Source: an optimization exercise on an open RTL-to-GDS flow (aim: small area, a short achievable clock period and few clock cycles per item). Production flows keep margins and buffers that such runs may drop.
At most, simulation tests tie the RTL to the original design; equivalence was not proved.
Power is estimated from default activity; no workload was simulated.

// wallace_mult
module wallace_mult (
	input  logic                  clk,
	input  logic                  rst_n,
	input  logic                  in_valid,
	input  wallace_pkg::operand_t a,
	input  wallace_pkg::operand_t b,
	output logic                  in_credit,
	output logic                  out_valid,
	output wallace_pkg::product_t product,
	input  logic                  out_credit
);
	localparam int NS = 3;
	logic [NS-1:0] load;
	wallace_pkg::product_t sum_product;
	csa_layer u_csa (
		.clk  (clk),
		.en   (load),
		.a    (a),
		.b    (b),
		.product (sum_product)
	);
	result_buffer #(.NS(NS)) u_result_buffer (
		.clk        (clk),
		.rst_n      (rst_n),
		.in_valid   (in_valid),
		.push_data  (sum_product),
		.out_credit (out_credit),
		.load       (load),
		.out_valid  (out_valid),
		.product    (product),
		.in_credit  (in_credit)
	);
endmodule
Size in the first run: roughly 1300 cells after synthesis, roughly 70 I/O pins, ~0.016 sq mm of cells after synthesis.
Settings: LEC_CHECK=0, CAP_MARGIN=20, CORE_MARGIN=2, CORE_UTILIZATION=40, SETUP_SLACK_MARGIN=1.9, SLEW_MARGIN=20; clock period 4.0 ns.
run.sh (not shown) runs the stock make flow with config.mk's settings and CLKGATE_MAP_FILE= SYNTH_SCRIPT=/design/flow/synth_recipe.tcl, a recipe that flattens the netlist after the stock synthesis.
The baseline produced a clean layout.
Edit:
Settings changed: SETUP_SLACK_MARGIN 1.9 to 2.1.
Outcome: The changed run went through all stages and came out clean; power is higher by a few percent; routed wire length goes up slightly; design area grows by a few percent.
Function was not checked in any run of this note: the RTL went through the layout flow alone.

========
wallace_mult, a different RTL version from the one above (not shown whole).
For scale: ~300 flip-flops, roughly 70 I/O pins, about 17000 µm² of cells after synthesis.
clock: 4.0 ns
lec_check: 0
abc_area: 1
cap_margin: 20
core_margin: 2
core_utilization: 40
cts_cluster_diameter: 80
cts_cluster_size: 30
setup_slack_margin: 1.9
slew_margin: 20
Testbench counts at the start, summed over its fixed seeds: cycles 3,232, items 3,200.
Edit:
--- a/flow/config.mk
+++ b/flow/config.mk
@@ -9,7 +9,7 @@
 export CAP_MARGIN = 20
 export CORE_MARGIN = 2
-export CORE_UTILIZATION = 40
+export CORE_UTILIZATION = 55
 export CTS_CLUSTER_DIAMETER = 80
 export CTS_CLUSTER_SIZE = 30
-export SETUP_SLACK_MARGIN = 1.9
+export SETUP_SLACK_MARGIN = 1.8
 export SLEW_MARGIN = 20
Result:
- critical path depth does not change
- via count goes down by 1.4%
- setup slack is worse by 0.062 ns
- clock skew grows by 0.011 ns
- core utilization came out higher by 14 points
- flip-flop and latch count stays the same
- clock-buffer cell count came out lower by 4
- clock power shrinks by 17%
- wire length came out lower by 7.2%
Edit:
--- a/flow/config.mk
+++ b/flow/config.mk
@@ -6,8 +6,7 @@
 export NUM_CORES = 4
 export LEC_CHECK = 0
-export ABC_AREA = 1
 export CAP_MARGIN = 20
 export CORE_MARGIN = 2
-export CORE_UTILIZATION = 55
+export CORE_UTILIZATION = 40
 export CTS_CLUSTER_DIAMETER = 80
 export CTS_CLUSTER_SIZE = 30
Effect: Hold slack improves by 0.0038 ns. Routed wire length goes down by a few percent. Setup slack degrades by 0.037 ns. Total power goes up by a few percent. Clock skew barely changes. Non-clock buffer count goes up by 87. Cell count goes down by a few percent. Combinational power goes up by a few percent. Sequential power goes up by a few percent. Clock power goes up by about a fifth. Count of clock-buffer cells in the layout goes up by 3.
Edit:
--- a/flow/config.mk
+++ b/flow/config.mk
@@ -6,9 +6,8 @@
 export NUM_CORES = 4
 export LEC_CHECK = 0
+export ABC_AREA = 1
 export CAP_MARGIN = 20
 export CORE_MARGIN = 2
 export CORE_UTILIZATION = 40
-export CTS_CLUSTER_DIAMETER = 80
-export CTS_CLUSTER_SIZE = 30
-export SETUP_SLACK_MARGIN = 1.8
+export SETUP_SLACK_MARGIN = 2.0
 export SLEW_MARGIN = 20
Effect: Non-clock buffer count stays the same. Die area grows slightly. Core utilization grows by 2.8 points. Wire length grows by about a fifth. Cell area grows by a little under a tenth. Via count grows by roughly a tenth. Final cell count grows by about a fifth. Maximum frequency grows by a few percent. Total power grows by roughly a tenth. Synthesized area grows slightly. First-iteration DRC count grows by roughly a tenth.

========
Another version of the RTL of wallace_mult (not shown whole).
Size: ~1600 cells after synthesis, ~70 I/O pins.
clock: 4.0 ns
lec_check: 0
cap_margin: 20
core_margin: 2
core_utilization: 40
setup_slack_margin: 1.8
slew_margin: 20
tns_end_percent: 100
Testbench counts at the start, summed over its fixed seeds: cycles 3,224, items 3,200.
Edit:
Settings changed: SETUP_SLACK_MARGIN 1.8 to 1.5, TNS_END_PERCENT 100 to not set.
Result: Wire length is lower by 8.2%. Cell count decreases by 4.8%. Total power drops by 4.1%. Core utilization decreases by 6.4 points. Setup slack loses 0.056 ns. Register-to-register slack loses 0.07 ns. Sequential power is about the same. Synthesized area stays the same. Cell area is lower by 11%. Hold slack improves by 0.0031 ns. Die area is unchanged.
Edit:
Settings changed: SETUP_SLACK_MARGIN 1.5 to 1.7.
=> Global-route usage came out higher by 0.11 points. Die area is unchanged. Worst setup slack improved by 0.043 ns. Non-clock buffer count came out higher by 48. Total power hardly moves. Final cell count came out higher by 1.9%.

========
job 1205:
RTL: one of the versions met above, not the one the previous note started from.
Size in the first run: ~300 flip-flops, ~70 I/O pins, about 17000 um2 of cells after synthesis.
## wallace_mult
module wallace_mult (
	input  logic                  clk,
	input  logic                  rst_n,
	input  logic                  in_valid,
	input  wallace_pkg::operand_t a,
	input  wallace_pkg::operand_t b,
	output logic                  in_credit,
	output logic                  out_valid,
	output wallace_pkg::product_t product,
	input  logic                  out_credit
);
Settings: LEC_CHECK=0, CAP_MARGIN=20, CORE_MARGIN=2, CORE_UTILIZATION=40, CTS_CLUSTER_DIAMETER=100, CTS_CLUSTER_SIZE=40, SETUP_SLACK_MARGIN=1.8, SLEW_MARGIN=20; clock period 4.0 ns.
Job 1205: done, clean on timing, DRC and antenna
Testbench counts of job 1205, summed over its fixed seeds: cycles 3,232, items 3,200.
Modified inputs, job 8982 compared to job 1205
- an added ABC_AREA of 1
- a change of CTS_CLUSTER_DIAMETER from 100 to 80
- a change of CTS_CLUSTER_SIZE from 40 to 30
==> comparison <==
- [compare] base=job 1205 new=job 8982: routed wire length on met3 went down about 16%, met2 routed wirelength went up 15%, worst setup slack after layout went up 70 ps, sequential share of layout area went up 0.26 points, multiplexer share of the synthesized area went down 0.59 points.
Relative to job 8982, the following input files were edited for job 5574:
- CTS_CLUSTER_SIZE: 30 -> unset
- ABC_AREA: 1 -> unset
- CTS_CLUSTER_DIAMETER: 80 -> unset
- SETUP_SLACK_MARGIN: 1.8 -> 1.6
Findings:
Between job 5574 and job 8982, it is job 5574 whose portion of total power attributed to sequential cells is lower, by 0.6 points.
Per the comparison of job 5574 with job 8982, met1 track demand over resource decreased by 2.8 points relative to the old numbers, share of the cycle needed by the critical path after routing went up by 6.1 points.
Sort job 8982 and job 5574 by worst hold slack, descending, and job 8982 comes first.
Job 8982 did not stop at any stage, and its layout met the timing, DRC and antenna checks.
Per the final summary, job 5574 finished and its layout is clean on timing, DRC and antenna.
Job 5574 vs job 8982 — synthesized cell count dropped by more than 10%
Job 8982 reports its main combinational cell family by area after synthesis as adder cells while job 5574 reports compound AO/OA/AOI/OAI gates.
## Diff of input files: job 3753 against job 5574
- a change of SETUP_SLACK_MARGIN from 1.6 to 1.8
- an added ABC_AREA of 1
### Flow results
Between job 5574 and job 3753, the flow reports pin count of the biggest net entering global routing decreasing by a few percent. Job 3753 finished end to end and its layout was clean on timing, DRC and antenna. Looking at largest family of logic cells by synthesized area, the compound AO/OA/AOI/OAI gates result is from job 5574; the adder cells one comes from job 3753. Critical path depth in job 3753 vs job 5574: up 3. Routed wire length: higher on job 3753. Worst path required time, job 3753 and job 5574, higher one = job 3753. In the reports for job 3753 and job 5574, the larger power per unit of standard cell area belongs to job 5574.

static timing again, ports no longer ideal:
How much do the figures lean on ideal ports? The routed layouts below were timed once more, with nothing changed but the port constraints.
Step 1: set_driving_cell puts a clkbuf_16 on clk and a buf_2 on each other input, an assumption about the parent block.
Step 2 also shifts input and output timing later by t, the mid clock arrival at the registers, as if the neighbouring blocks saw the same clock.
Three values: ideal ports, drivers, drivers and shift; two values: the first two.
run	shift t [ns]	setup slack, ns	latest minus earliest clock arrival (ns)	worst data-port slew with drivers (ns)	pins driven straight from the clock port
the first run of note 1	0.564	0.687 / 0.687 / 0.438	0.016 / 0.016	0.03	1
the second run of note 1	0.603	0.638 / 0.638 / 0.638	0.015 / 0.015	0.04	1
the first run of note 2	0.582	1.823 / 1.823 / 1.397	0.023 / 0.022	0.04	1
the second run of note 2	0.565	1.761 / 1.761 / 1.336	0.031 / 0.030	0.03	1
the third run of note 2	0.582	1.724 / 1.724 / 1.219	0.034 / 0.034	0.05	1
the fourth run of note 2	0.576	1.779 / 1.779 / 1.537	0.016 / 0.016	0.04	1
the first run of note 3	0.559	1.519 / 1.513 / 0.954	0.014 / 0.013	0.08	1
the second run of note 3	0.574	1.464 / 1.488 / 0.914	0.026 / 0.026	0.06	1
the third run of note 3	0.557	1.507 / 1.483 / 0.926	0.021 / 0.022	0.14	1
job 1205	0.556	1.733 / 1.701 / 1.210	0.039 / 0.039	0.06	1
job 8982	0.579	1.803 / 1.777 / 1.271	0.029 / 0.029	0.04	1
job 5574	0.583	1.560 / 1.560 / 1.144	0.014 / 0.013	0.04	1
job 3753	0.581	1.780 / 1.780 / 1.245	0.013 / 0.013	0.04	1
After both steps every run listed still meets setup and hold. The setup slack of the third run of note 3, which loses most, moves by -0.024 ns with the drivers and by -0.581 ns with both steps.
